This is an optimization exercise on Yosys and OpenROAD, whose aim is small area, a short achievable clock period and few clock cycles per item, not a production implementation.
In this exercise RTL edits were held to simulation tests only and were not proved equivalent to the original.
Power figures rest on the tool's default switching activity, not on a simulated workload.

==> flow/design.v (excerpt) <==
module trickle_interval_timer_unit #(
    parameter int unsigned TICKS_PER_SECOND = trk_tmr_pkg::TICKS_PER_SECOND_DEF,
    parameter int unsigned MAX_EXP          = trk_tmr_pkg::MAX_EXP_DEF
) (
    input  wire                                  i_clk,
    input  wire                                  i_rst_n,
    input  wire                                  i_in_valid,
    output logic                                 o_in_ready,
    input  wire [18:0]                           i_in,
    output logic                                 o_out_valid,
    input  wire                                  i_out_ready,
    output logic [15:0]                          o_out,
    input  wire                                  i_cfg_valid,
    output logic                                 o_cfg_ready,
    input  wire [trk_tmr_pkg::CFG_IDX_W-1:0]     i_cfg_index,
    input  wire [trk_tmr_pkg::CFG_DAT_W-1:0]     i_cfg_data
);
clock: 22.0 ns
lec_check: 0
cap_margin: 20
core_margin: 2
core_utilization: 50
cts_buf_list: sky130_fd_sc_hd__clkbuf_8
place_density: 0.65
slew_margin: 20
standard.sh (not shown) runs the stock make flow with config.mk's settings and CLKGATE_MAP_FILE= SYNTH_SCRIPT=/design/flow/synth_recipe.tcl, a recipe that flattens the netlist after the stock synthesis.
==> flow/flow/run.sh <==
#!/bin/bash
# The standard layout (standard.sh: its synthesis, floorplan, placement,
# CTS and routing, with the design's SDC), with three knobs changed:
#  * timing repair keeps a setup margin, so the achieved period is pushed
#    below the design's clock period;
#  * the port buffers are plain buffers instead of the resizer's pick;
#  * clock tree synthesis inserts no dummy loads (same buffers and clustering
#    limits as the standard run otherwise).
# All of make's output goes to make_finish.log in the work folder.
set -euo pipefail
MARGIN=$(awk -v p="$FLOW_PERIOD_NS" 'BEGIN { printf "%.2f", p - 5.7 }')
bash standard.sh "SETUP_SLACK_MARGIN=$MARGIN" \
    "BUFFER_PORTS_ARGS=-buffer_cell sky130_fd_sc_hd__buf_1" \
    "CTS_ARGS=-sink_clustering_enable -repair_clock_nets -buf_list sky130_fd_sc_hd__clkbuf_8 -sink_clustering_size 30 -sink_clustering_max_diameter 100 -dont_use_dummy_load" \
    finish > make_finish.log 2>&1
Testbench counts at the start, summed over its fixed seeds: cycles 32,136, ops 32,000.
Change:
--- a/flow/design.v
+++ b/flow/design.v
@@ -209,37 +209,12 @@
     logic [46:0] c_exp;
     always_comb begin
         c_exp = {25'd0, T_TOP} << r_exp;
         h_big = c_exp[46:25];
         t_lsb = c_exp[24];
     end
-    logic       exp_long, b_all1;
-    logic [4:0] s_top;
-    logic [3:0] s_inc;
-    logic [6:0] tail_f;
-    assign exp_long = r_exp[4] || (r_exp[3] && (r_exp[2] || r_exp[1]));
-    assign b_all1   = &r_b[15:0];
-    always_comb begin
-        s_top = r_b[15:11];
-        s_inc = ~s_top[4:1];
-        case (r_exp)
-            5'd3, 5'd4: tail_f = {6'd0, !(b_all1 && r_exp[2])};
-            5'd5: tail_f = b_all1 ? 7'd0 : {5'd0, r_b[15] == 1'b0, r_b[15]};
-            5'd6: tail_f = b_all1 ? 7'd0 :
-                           {4'd0, r_b[15:14] == 2'd0, r_b[15] ^ r_b[14], r_b[14]};
-            5'd7: tail_f = b_all1 ? 7'd0 :
-                           {3'd0, r_b[15:13] == 3'd0, r_b[15] ^ (|r_b[14:13]),
-                            r_b[14] ^ r_b[13], r_b[13]};
-            5'd8: tail_f = b_all1 ? 7'd0 :
-                           {2'd0, r_b[15:12] == 4'd0, r_b[15] ^ (|r_b[14:12]),
-                            r_b[14] ^ (|r_b[13:12]), r_b[13] ^ r_b[12], r_b[12]};
-            5'd9: tail_f = b_all1 ? 7'd1 :
-                           {1'b0, trk_tmr_pkg::inc5({1'b0, s_inc}), ~s_top[0]};
-            default: tail_f = 7'd0;
-        endcase
-    end
     logic fold_c;
     assign fold_c = (&r_b[15:6]) && !trk_tmr_pkg::lt6(r_b[21:16], ~r_b[5:0]);
     logic [TICK_W-1:0] add_y, add_s;
     logic              add_ci;
     always_comb begin
         add_y  = {TICK_W{1'b1}};
@@ -288,13 +263,13 @@
                     end else begin
                         n_addr_ok = 1'b1;
                         if (r_fire_pending) begin
                             n_event = trk_tmr_pkg::lt8(r_heard, r_redundancy) ?
                                       trk_tmr_pkg::EV_TRANSMIT : trk_tmr_pkg::EV_SUPPRESS;
                             n_fire_pending = 1'b0;
-                            n_ticks = exp_long ? r_b : {15'd0, tail_f};
+                            n_ticks = r_b;
                         end else begin
                             begin_exp = exp_up;
                             do_begin  = 1'b1;
                         end
                     end
                 end
@@ -319,24 +294,28 @@
             n_event        = trk_tmr_pkg::EV_NEW_INTV;
             n_fire_pending = 1'b1;
             n_running      = 1'b1;
         end
     end
     logic       r_all1;
-    logic [6:0] fire_s;
+    logic [6:0] fire_s, tail_s, t_small;
+    logic [46:0] c_begin;
     assign r_all1 = &rnd;
     always_comb begin
+        c_begin = {25'd0, T_TOP} << begin_exp;
+        t_small = c_begin[30:24];
         case (begin_exp)
             5'd4:    fire_s = r_all1 ? 7'd2  : 7'd1;
             5'd5:    fire_s = r_all1 ? 7'd4  : {5'd0, 1'b1, rnd[15]};
             5'd6:    fire_s = r_all1 ? 7'd8  : {4'd0, 1'b1, rnd[15:14]};
             5'd7:    fire_s = r_all1 ? 7'd16 : {3'd0, 1'b1, rnd[15:13]};
             5'd8:    fire_s = r_all1 ? 7'd32 : {2'd0, 1'b1, rnd[15:12]};
             5'd9:    fire_s = r_all1 ? 7'd64 : {1'd0, 1'b1, rnd[15:11]};
             default: fire_s = 7'd0;
         endcase
+        tail_s = trk_tmr_pkg::sub7(t_small, fire_s);
     end
     logic begin_slow;
     assign begin_slow = begin_exp[4] || (begin_exp[3] && (begin_exp[2] || begin_exp[1]));
     always_ff @(posedge i_clk) begin
         if (!i_rst_n) begin
             r_min_exp    <= trk_tmr_pkg::MIN_EXP_RST;
@@ -391,14 +370,19 @@
             end else begin
                 r_ticks <= add_s;
             end
         end else if (proc) begin
             r_event <= n_event;
             if (do_begin) begin
-                r_b     <= {6'd0, rnd};
-                r_ticks <= begin_slow ? '0 : {15'd0, fire_s};
+                if (begin_slow) begin
+                    r_ticks <= '0;
+                    r_b     <= {6'd0, rnd};
+                end else begin
+                    r_ticks <= {15'd0, fire_s};
+                    r_b     <= {15'd0, tail_s};
+                end
             end else begin
                 r_ticks <= n_ticks;
             end
         end
     end
     always_ff @(posedge i_clk) begin
Result:
- The new run passed the timing, design-rule and antenna checks
- wire length went down by 7.6%
- total power went down by 1.6%
- combinational power went down by about 4%
- cell area went up by about 2.5%
- die area went up by 3.3%
- worst setup slack gets better by 35 ps
- worst hold slack stays flat
- global-route usage went down by 3.6 points
- maximum frequency went up by about 0.6%
- clock-buffer cell count is unchanged
Testbench counts after the change, summed over its fixed seeds: cycles 32,136, ops 32,000.

==> afterwards: timing with drivers on the ports <==
How much do the figures lean on ideal ports? The routed layouts below were timed once more, with nothing changed but the port constraints. Step 1, drivers: a clkbuf_16 drives i_clk and a buf_2 each remaining input, both assumed. Step 2 times the ports against the registers' clock, not the clock port: input delays grow and output delays shrink by t, the midpoint of the rising clock arrivals with the driver on. Slacks: ideal / step 1 / step 2; pairs: ideal / step 1.
run	t, ns	setup WS [ns]	worst hold slack (ns)	worst data-port slew with drivers (ns)
the first run	0.478	16.320 / 16.330 / 15.861	0.464 / 0.464 / 0.464	0.04
the second run	0.467	16.355 / 16.348 / 15.908	0.463 / 0.463 / 0.463	0.06
After both steps every run listed still meets setup and hold. The setup slack of the first run, which loses most, moves by +0.010 ns with the drivers and by -0.459 ns with both steps.
